From an optimization exercise on the open Yosys and OpenROAD flow, aimed at small area, a short achievable clock period and few clock cycles per item; shortcuts taken in it are not production practice.
At most, simulation tests tie the RTL to the original design; equivalence was not proved.

==> delta: inputs <==
Design hough_top, start of the top module:
module hough_top (
    input  logic                   clk,
    input  logic                   reset_n,
    input  logic                   start,
    output logic                   busy,
    output logic                   done,
    input  logic                   wr_en,
    input  logic [7:0]             wr_addr,
    input  logic [7:0]             wr_data,
    output logic [7:0]             num_lines,
    output logic [4*8-1:0] line_rho,
    output logic [4*8-1:0] line_theta,
    output logic [4*8-1:0] line_votes
);
clock: 12.0 ns
lec_check: 0
abc_area: 1
cap_margin: 20
core_margin: 2
core_utilization: 60
cts_cluster_diameter: 80
cts_cluster_size: 24
slew_margin: 20
synth_memory_max_bits: 65536
standard.sh (not shown) runs the stock make flow with config.mk's settings and CLKGATE_MAP_FILE= SYNTH_SCRIPT=/design/flow/synth_recipe.tcl, a recipe that flattens the netlist after the stock synthesis.
==> flow/flow/run.sh <==
#!/bin/bash
set -euo pipefail
MARGIN=${MARGIN:-8.4}
ABCP=${ABCP:-3500}
bash standard.sh SETUP_SLACK_MARGIN=$MARGIN ABC_CLOCK_PERIOD_IN_PS=$ABCP finish > flow_make.log 2>&1
==> zinc (differences from delta) <==
--- a/flow/design.v
+++ b/flow/design.v
@@ -71,18 +71,15 @@
     logic          p_run, p_fetch, p_more;
     logic          pix_v;
     logic [7:0]    pix_q;
     logic [15:0]   hrem;            
     logic [3:0]    hy;
     logic [15:0]   h_above;         
     logic [15:0]   hnz_q;           
-    logic [255:0]  hitv;            
-    logic [255:0]  hit8v;           
-    logic [15:0]   hnz8_q;          
-    logic [15:0]   h_row5, h_row8;
+    logic [255:0]  hitv;
     logic [15:0]   h_low, h_after, h_cand, h_take, h_row, h_gt, h_above_nx;
     logic          h_run, h_fetch, h_more;
     logic          skip8_q;         
     logic          cv_q;            
     logic          hv_q;            
     logic [3:0]    ht_q;
     logic [63:0]   codes_q;
@@ -148,44 +145,36 @@
             if (wq_en && (wq_addr == 5'(i))) written[i] <= 1'b1;
             else if (clr) written[i] <= 1'b0;
         end
     end
     assign h_run   = (state == S_HIT);
     assign h_low   = low16(hrem);
     assign h_after = hrem & ~h_low;
-    assign h_cand  = (skip8_q ? hnz8_q : hnz_q) & h_gt;
+    assign h_cand  = hnz_q & h_gt;
     assign h_take  = low16(h_cand);
     assign h_gt    = h_above;
     always_comb begin
         logic seen;
         seen = 1'b0;
         for (int i = 0; i < 16; i++) begin
             h_above_nx[i] = seen;
             seen = seen || h_cand[i];
         end
     end
     assign h_fetch = h_run && (h_after == '0) && (h_cand != '0);
     always_comb begin
-        h_row5 = '0;
-        h_row8 = '0;
-        for (int i = 0; i < 16; i++) begin
-            h_row5 = h_row5 | (hitv[16*i +: 16] & {16{h_take[i]}});
-            h_row8 = h_row8 | (hit8v[16*i +: 16] & {16{h_take[i]}});
-        end
+        h_row = '0;
+        for (int i = 0; i < 16; i++) h_row = h_row | (hitv[16*i +: 16] & {16{h_take[i]}});
     end
-    assign h_row = skip8_q ? h_row8 : h_row5;
     assign h_more = (hrem != '0) || (h_cand != '0);
     always_ff @(posedge clk) begin
         if (h_run && h_fetch) hy <= enc16(h_take);
     end
     always_ff @(posedge clk) begin
-        for (int i = 0; i < 16; i++) begin
-            hnz_q[i]  <= |hitv[16*i +: 16];
-            hnz8_q[i] <= |hit8v[16*i +: 16];
-        end
+        for (int i = 0; i < 16; i++) hnz_q[i] <= |hitv[16*i +: 16];
         if (!h_run) begin
             hrem    <= '0;
             h_above <= '1;
         end else if (h_fetch) begin
             hrem    <= h_row;
             h_above <= h_above_nx;
         end else begin
@@ -275,24 +264,23 @@
                 localparam int W = int'(CELL_W[(r*16 + t)*3 +: 3]);
                 if (W > 0) begin : g_cell
                     logic [W-1:0] q;
                     always_ff @(posedge clk) begin
                         if (wsel[r]) q <= nxt[W-1:0];
                     end
                     assign cellv[(r*16 + t)*6 +: 6] = 6'(q);
-                    assign hitv[r*16 + t] = (q >= W'(5));
-                    if (W > 3) begin : g_8
-                        assign hit8v[r*16 + t] = (q >= W'(8));
-                    end else begin : g_n8
-                        assign hit8v[r*16 + t] = 1'b0;
+                    if (W > 3) begin : g_f8
+                        assign hitv[r*16 + t] = (q >= W'(5)) &&
+                                                (!skip8_q || (q >= W'(8)));
+                    end else begin : g_nf8
+                        assign hitv[r*16 + t] = (q >= W'(5)) && !skip8_q;
                     end
                 end else begin : g_none
                     assign cellv[(r*16 + t)*6 +: 6] = 6'd0;
                     assign hitv[r*16 + t] = 1'b0;
-                    assign hit8v[r*16 + t] = 1'b0;
                 end
             end
         end
     endgenerate
     always_comb begin
         rdv = '0;
         for (int i = 0; i < 16; i++) rdv = rdv | (rd[i*6 +: 6] & {6{ht_q == 4'(i)}});
==> flow/flow/run.sh (replaced) <==
#!/bin/bash
set -euo pipefail
MARGIN=${MARGIN:-8.2}
ABCP=${ABCP:-3500}
bash standard.sh SETUP_SLACK_MARGIN=$MARGIN ABC_CLOCK_PERIOD_IN_PS=$ABCP finish > flow_make.log 2>&1
- ABC_AREA: 1 -> default
- CORE_UTILIZATION: 60 -> 65
- CTS_CLUSTER_SIZE: 24 -> 30
==> qor summary <==
item	delta	zinc
Status	no timing/DRC/antenna violations	no timing/DRC/antenna violations
Sinks on the clock net	1535	1519
Number of cell rows	132	127
Reg-to-reg slack, setup	8290 ps	8030 ps
Die W	366 um	352 um
Synthesized cell area	78400 sq um	78600 sq um
Routed length on met2	131000 um	125000 um
Filler cell count in the final layout	10.7k	8751
Layout area overhead	8.73%	6.34%
Slew headroom	8.31%	5.15%
DR pass1 iterations	13	10
Max frequency	0.269 GHz	0.252 GHz
Global routing usage on met2	67.1%	68.3%
Post-Route Utilization	65.8%	69.6%
Floorplan die area	134000 sq um	124000 sq um
Layout net count	9356	7428
Number of sequential storage elements	1535	1519
Final std cell area, no fill	85300 sq um	83600 sq um
Placed cells	10.8k	8769
Final worst slack	8280 ps	8030 ps
Final worst path period share	31.0%	33.1%
Area of the core	130000 sq um	120000 sq um
Hold path start	py[2]	py[3]
Testbench counts of delta, summed over its fixed seeds: cycles 5,014, frames 96.
Only the layout flow was run in zinc; the RTL was not checked for function there.

* * *

==> 09-03: inputs <==
hough_top, a different RTL version from the one above (not shown whole).
## hough_top
module hough_top (
    input  logic                   clk,
    input  logic                   reset_n,
    input  logic                   start,
    output logic                   busy,
    output logic                   done,
    input  logic                   wr_en,
    input  logic [7:0]             wr_addr,
    input  logic [7:0]             wr_data,
    output logic [7:0]             num_lines,
    output logic [4*8-1:0] line_rho,
    output logic [4*8-1:0] line_theta,
    output logic [4*8-1:0] line_votes
);
    localparam logic [767:0] CELL_W  = 768'h000005bb6dad000005b6db6d000025b6cb6d0000e5b6db6d00012db6cb6d00072db6db6d00392db6db6d00096db6cb6d00496db6596d01bb6db6cb6d01c96db6496d0e5b6db2492d124b6db2392d725b6db1c72d92cb6d8d86e5db6db560001d;
    localparam logic [15:0]  COL_SAT = 16'hfc00;
    localparam logic [1:0] S_IDLE = 2'd0, S_VOTE = 2'd1, S_HIT = 2'd2;
    logic         wq_en;
    logic [4:0]   wq_addr;
    logic [7:0]   wq_data;
    logic [255:0] img;
    logic [15:0]  nz_q;             
    always_ff @(posedge clk or negedge reset_n) begin
        if (!reset_n) wq_en <= 1'b0;
        else          wq_en <= wr_en && (wr_addr[7:5] == 3'd0);
    end
  ...
==> flow/config.mk <==
export PLATFORM = sky130hd
export DESIGN_NAME = hough_top
export DESIGN_NICKNAME = hough_top
export VERILOG_FILES = /design/flow/design.v
export SDC_FILE = /design/flow/constraint.sdc
export NUM_CORES = 4
export LEC_CHECK = 0
export CAP_MARGIN = 20
export CORE_MARGIN = 2
export CORE_UTILIZATION = 40
export SLEW_MARGIN = 20
export SYNTH_MEMORY_MAX_BITS = 65536
==> flow/constraint.sdc <==
create_clock -name core_clock -period 12.0 [get_ports {clk}]
set_input_delay 2.4000 -clock core_clock [delete_from_list [all_inputs] [get_ports {clk}]]
set_output_delay 2.4000 -clock core_clock [all_outputs]
set_load 0.01 [all_outputs]
==> flow/flow/run.sh <==
#!/bin/bash
set -euo pipefail
MARGIN=${MARGIN:-8.2}
ABCP=${ABCP:-3500}
bash standard.sh SETUP_SLACK_MARGIN=$MARGIN ABC_CLOCK_PERIOD_IN_PS=$ABCP finish > flow_make.log 2>&1
==> 11-08 (differences from 09-03) <==
--- a/flow/design.v
+++ b/flow/design.v
@@ -308,19 +308,18 @@
     always_ff @(posedge clk) begin
         wq_addr <= wr_addr[4:0];
         wq_data <= wr_data;
     end
     always_ff @(posedge clk or negedge reset_n) begin
         if (!reset_n) img <= '0;
         else if (wq_en) img[wq_addr*8 +: 8] <= wq_data;
     end
-    always_ff @(posedge clk or negedge reset_n) begin
-        if (!reset_n) nz_q <= '0;
-        else for (int i = 0; i < 16; i++) nz_q[i] <= |img[16*i +: 16];
+    always_ff @(posedge clk) begin
+        for (int i = 0; i < 16; i++) nz_q[i] <= |img[16*i +: 16];
     end
     logic [1:0]    state;
     logic          vfirst_q;        
     logic          busy_r, done_r;
     logic          clr_pend;        
     logic          clr;             
     logic [31:0]   written;         
     logic [15:0]   voted;           
@@ -377,49 +376,37 @@
         for (int i = 0; i < 16; i++) p_row = p_row | (img[16*i +: 16] & {16{p_take[i]}});
     end
     assign p_more = (prem != '0) || (p_cand != '0);
     always_ff @(posedge clk) begin
         pix_q <= {py, enc16(p_low)};
         if (p_run && p_fetch) py <= enc16(p_take);
     end
     always_ff @(posedge clk or negedge reset_n) begin
-        if (!reset_n) begin
-            prem  <= '0;
-            pix_v <= 1'b0;
-        end else begin
-            pix_v <= p_run && (prem != '0);
-            if (!p_run) begin
-                prem <= '0;
-            end else if (p_fetch) begin
-                prem <= p_row;
-            end else begin
-                prem <= p_after;
-            end
-        end
+        if (!reset_n) pix_v <= 1'b0;
+        else          pix_v <= p_run && (prem != '0);
+    end
+    always_ff @(posedge clk) begin
+        if (!p_run)       prem <= '0;
+        else if (p_fetch) prem <= p_row;
+        else              prem <= p_after;
     end
     logic wq_row_taken;
     assign wq_row_taken = wq_en && (voted[wq_addr[4:1]] || (p_fetch && p_take[wq_addr[4:1]]));
     always_ff @(posedge clk or negedge reset_n) begin
-        if (!reset_n) begin
-            written <= '0;
-            voted   <= '0;
-            inval   <= 1'b1;
-        end else begin
-            if (clr) begin
-                voted <= '0;
-                inval <= 1'b0;
-            end else begin
-                if (p_fetch) voted <= voted | p_take;
-                if (wq_row_taken) inval <= 1'b1;
-            end
-            for (int i = 0; i < 32; i++) begin
-                if (wq_en && (wq_addr == 5'(i))) written[i] <= 1'b1;
-                else if (clr) written[i] <= 1'b0;
-            end
+        if (!reset_n)          inval <= 1'b1;
+        else if (clr)          inval <= 1'b0;
+        else if (wq_row_taken) inval <= 1'b1;
+    end
+    always_ff @(posedge clk) begin
+        if (clr)          voted <= '0;
+        else if (p_fetch) voted <= voted | p_take;
+        for (int i = 0; i < 32; i++) begin
+            if (wq_en && (wq_addr == 5'(i))) written[i] <= 1'b1;
+            else if (clr) written[i] <= 1'b0;
         end
     end
     assign h_run   = (state == S_HIT);
     assign h_low   = low16(hrem);
     assign h_after = hrem & ~h_low;
     assign h_cand  = hnz_q & h_gt;
     assign h_take  = low16(h_cand);
     assign h_gt    = h_above;
@@ -435,32 +422,26 @@
     always_comb begin
         h_row = '0;
         for (int i = 0; i < 16; i++) h_row = h_row | (hitv[16*i +: 16] & {16{h_take[i]}});
     end
     assign h_more = (hrem != '0) || (h_cand != '0);
     always_ff @(posedge clk) begin
         if (h_run && h_fetch) hy <= enc16(h_take);
     end
-    always_ff @(posedge clk or negedge reset_n) begin
-        if (!reset_n) begin
+    always_ff @(posedge clk) begin
+        for (int i = 0; i < 16; i++) hnz_q[i] <= |hitv[16*i +: 16];
+        if (!h_run) begin
             hrem    <= '0;
             h_above <= '1;
-            hnz_q   <= '0;
+        end else if (h_fetch) begin
+            hrem    <= h_row;
+            h_above <= h_above_nx;
         end else begin
-            for (int i = 0; i < 16; i++) hnz_q[i] <= |hitv[16*i +: 16];
-            if (!h_run) begin
-                hrem    <= '0;
-                h_above <= '1;
-            end else if (h_fetch) begin
-                hrem    <= h_row;
-                h_above <= h_above_nx;
-            end else begin
-                hrem   <= h_after;
-            end
+            hrem    <= h_after;
         end
     end
     always_ff @(posedge clk or negedge reset_n) begin
         if (!reset_n) begin
             state    <= S_IDLE;
             vfirst_q <= 1'b0;
             busy_r   <= 1'b0;
             done_r   <= 1'b0;
CORE_UTILIZATION = 65   (was 40)
CTS_CLUSTER_DIAMETER = 80   (was not set)
CTS_CLUSTER_SIZE = 30   (was not set)
==> 08-19 (differences from 09-03) <==
--- a/flow/design.v
+++ b/flow/design.v
@@ -328,20 +328,20 @@
     logic [15:0]   prem;            
     logic [3:0]    py;
     logic [15:0]   p_low, p_after, p_cand, p_take, p_row;
     logic          p_run, p_fetch, p_more;
     logic          pix_v;
     logic [7:0]    pix_q;
     logic [15:0]   hrem;            
     logic [3:0]    hy;
-    logic [15:0]   h_above;         
+    logic          hfirst;
     logic [15:0]   hnz_q;           
     logic [255:0]  hitv;
-    logic [15:0]   h_low, h_after, h_cand, h_take, h_row, h_gt, h_above_nx;
+    logic [15:0]   h_low, h_after, h_cand, h_take, h_row, h_gt;
     logic          h_run, h_fetch, h_more;
     logic          cv_q;            
     logic          hv_q;            
     logic [3:0]    ht_q;
     logic [63:0]   codes_q;
     logic          rv_q;            
     logic [5:0]    rdv_q;
     logic [3:0]    rr_q, rt_q;
@@ -415,49 +415,43 @@
                 if (wq_en && (wq_addr == 5'(i))) written[i] <= 1'b1;
                 else if (clr) written[i] <= 1'b0;
             end
         end
     end
     assign h_run   = (state == S_HIT);
     assign h_low   = low16(hrem);
     assign h_after = hrem & ~h_low;
-    assign h_cand  = hnz_q & h_gt;
-    assign h_take  = low16(h_cand);
-    assign h_gt    = h_above;
     always_comb begin
-        logic seen;
-        seen = 1'b0;
-        for (int i = 0; i < 16; i++) begin
-            h_above_nx[i] = seen;
-            seen = seen || h_cand[i];
-        end
+        for (int i = 0; i < 16; i++) h_gt[i] = hfirst || (4'(i) > hy);
     end
+    assign h_cand  = hnz_q & h_gt;
+    assign h_take  = low16(h_cand);
     assign h_fetch = h_run && (h_after == '0) && (h_cand != '0);
     always_comb begin
         h_row = '0;
         for (int i = 0; i < 16; i++) h_row = h_row | (hitv[16*i +: 16] & {16{h_take[i]}});
     end
     assign h_more = (hrem != '0) || (h_cand != '0);
     always_ff @(posedge clk) begin
         if (h_run && h_fetch) hy <= enc16(h_take);
     end
     always_ff @(posedge clk or negedge reset_n) begin
         if (!reset_n) begin
-            hrem    <= '0;
-            h_above <= '1;
-            hnz_q   <= '0;
+            hrem   <= '0;
+            hfirst <= 1'b1;
+            hnz_q  <= '0;
         end else begin
             for (int i = 0; i < 16; i++) hnz_q[i] <= |hitv[16*i +: 16];
             if (!h_run) begin
-                hrem    <= '0;
-                h_above <= '1;
+                hrem   <= '0;
+                hfirst <= 1'b1;
             end else if (h_fetch) begin
-                hrem    <= h_row;
-                h_above <= h_above_nx;
+                hrem   <= h_row;
+                hfirst <= 1'b0;
             end else begin
                 hrem   <= h_after;
             end
         end
     end
     always_ff @(posedge clk or negedge reset_n) begin
         if (!reset_n) begin
             state    <= S_IDLE;
@@ -562,75 +556,64 @@
         else          rv_q <= hv_q;
     end
     always_ff @(posedge clk) begin
         rdv_q <= rdv;
         rr_q  <= codes_q[3:0];
         rt_q  <= ht_q;
     end
     logic [2:0]  cnt;
-    logic [2:0]  cnt_out;           
     logic [15:0] s_rho;             
     logic [31:0] s_th;              
     logic [23:0] s_v;               
+    logic [1:0]  min_idx;
     logic [7:0]  new_th;
-    logic [3:0]  vmin;              
-    logic [3:0]  beats;             
-    logic [3:0]  wr_slot;           
     always_comb begin
-        logic [5:0] v0, v1, v2, v3;
-        v0 = s_v[0 +: 6];  v1 = s_v[6 +: 6];  v2 = s_v[12 +: 6];  v3 = s_v[18 +: 6];
-        vmin[0] = !(v1 < v0) && !(v2 < v0) && !(v3 < v0);
-        vmin[1] =  (v1 < v0) && !(v2 < v1) && !(v3 < v1);
-        vmin[2] =  (v2 < v0) &&  (v2 < v1) && !(v3 < v2);
-        vmin[3] =  (v3 < v0) &&  (v3 < v1) &&  (v3 < v2);
-        for (int i = 0; i < 4; i++) beats[i] = (rdv_q > s_v[6*i +: 6]);
-        for (int i = 0; i < 4; i++)
-            wr_slot[i] = rv_q && (cnt[2] ? (vmin[i] && beats[i]) : (cnt[1:0] == 2'(i)));
+        logic [1:0] a, b;
+        a = (s_v[6 +: 6] < s_v[0 +: 6])  ? 2'd1 : 2'd0;
+        b = (s_v[18 +: 6] < s_v[12 +: 6]) ? 2'd3 : 2'd2;
+        min_idx = (s_v[b*6 +: 6] < s_v[a*6 +: 6]) ? b : a;
     end
     always_comb begin
         case (rt_q)
             4'd0:  new_th = 8'd0;    4'd1:  new_th = 8'd11;
             4'd2:  new_th = 8'd22;   4'd3:  new_th = 8'd33;
             4'd4:  new_th = 8'd45;   4'd5:  new_th = 8'd56;
             4'd6:  new_th = 8'd67;   4'd7:  new_th = 8'd78;
             4'd8:  new_th = 8'd90;   4'd9:  new_th = 8'd101;
             4'd10: new_th = 8'd112;  4'd11: new_th = 8'd123;
             4'd12: new_th = 8'd135;  4'd13: new_th = 8'd146;
             4'd14: new_th = 8'd157;  default: new_th = 8'd168;
         endcase
     end
     always_ff @(posedge clk or negedge reset_n) begin
         if (!reset_n) begin
-            cnt     <= '0;
-            cnt_out <= '0;
+            cnt   <= '0;
             s_rho <= '0;
             s_th  <= '0;
             s_v   <= '0;
         end else if (vfirst_q) begin
-            cnt     <= '0;
-            cnt_out <= '0;
+            cnt   <= '0;
             s_rho <= '0;
             s_th  <= '0;
             s_v   <= '0;
-        end else begin
-            if (rv_q && !cnt[2]) begin
-                cnt     <= cnt + 1'b1;
-                cnt_out <= cnt + 1'b1;
-            end
-            for (int i = 0; i < 4; i++) begin
-                if (wr_slot[i]) begin
-                    s_rho[4*i +: 4] <= rr_q;
-                    s_th[8*i +: 8]  <= new_th;
-                    s_v[6*i +: 6]   <= rdv_q;
-                end
+        end else if (rv_q) begin
+            if (!cnt[2]) begin
+                s_rho[cnt[1:0]*4 +: 4] <= rr_q;
+                s_th[cnt[1:0]*8 +: 8]  <= new_th;
+                s_v[cnt[1:0]*6 +: 6]   <= rdv_q;
+                cnt <= cnt + 1'b1;
+            end else if (rdv_q > s_v[min_idx*6 +: 6]) begin
+                s_rho[min_idx*4 +: 4] <= rr_q;
+                s_th[min_idx*8 +: 8]  <= new_th;
+                s_v[min_idx*6 +: 6]   <= rdv_q;
             end
         end
     end
-    assign num_lines = {5'd0, cnt_out};
+    assign num_lines = {5'd0, cnt};
     generate
         for (t = 0; t < 4; t++) begin : g_out
             assign line_rho[8*t +: 8]   = {4'd0, s_rho[4*t +: 4]};
             assign line_theta[8*t +: 8] = s_th[8*t +: 8];
             assign line_votes[8*t +: 8] = {2'd0, s_v[6*t +: 6]};
         end
     endgenerate
 endmodule
==> flow/flow/run.sh (replaced) <==
#!/bin/bash
set -euo pipefail
MARGIN=${MARGIN:-8.0}
ABCP=${ABCP:-3500}
bash standard.sh SETUP_SLACK_MARGIN=$MARGIN ABC_CLOCK_PERIOD_IN_PS=$ABCP finish > flow_make.log 2>&1
==> notes <==
The lowest synthesized cell count belongs to 11-08, the highest to 08-19.
Against 09-03, the non-clock buffer count of 08-19 is higher by 90.
In 09-03 the flip-flop and latch count is higher than in 08-19, by 15.
The highest via count belongs to 08-19, the lowest to 09-03.
Critical path depth, lowest first: 11-08, 09-03, 08-19.
Testbench counts of 09-03, summed over its fixed seeds: cycles 5,523, frames 96.
Only the layout flow was run in 11-08 and 08-19; the RTL was not checked for function there.

-- separate check: timing with driven ports --
How much do the figures lean on ideal ports? The routed layouts below were timed once more, with nothing changed but the port constraints.
Step 1: set_driving_cell puts a clkbuf_16 on clk and a buf_2 on each other input, an assumption about the parent block.
Step 2 also shifts input and output timing later by t, the mid clock arrival at the registers, as if the neighbouring blocks saw the same clock.
Slacks: no drivers / after step 1 / after step 2; pairs: no drivers / after step 1.
run	t (ns)	slack for setup (ns)	worst setup path after step 2	worst slew at a driven data input, ns
delta	0.827	8.282 / 8.197 / 7.818	input, reset recovery	0.05
zinc	0.810	8.027 / 8.027 / 7.909	input, reset recovery	0.11
09-03	0.907	8.083 / 8.083 / 7.971	input, reset recovery	0.05
11-08	0.812	8.147 / 8.105 / 8.147	register to register	0.06
08-19	0.932	6.802 / 6.802 / 6.802	register to register	0.05
After both steps every run listed still meets setup and hold. The setup slack of delta, which loses most, moves by -0.085 ns with the drivers and by -0.464 ns with both steps. Setup slack includes reset recovery checks.
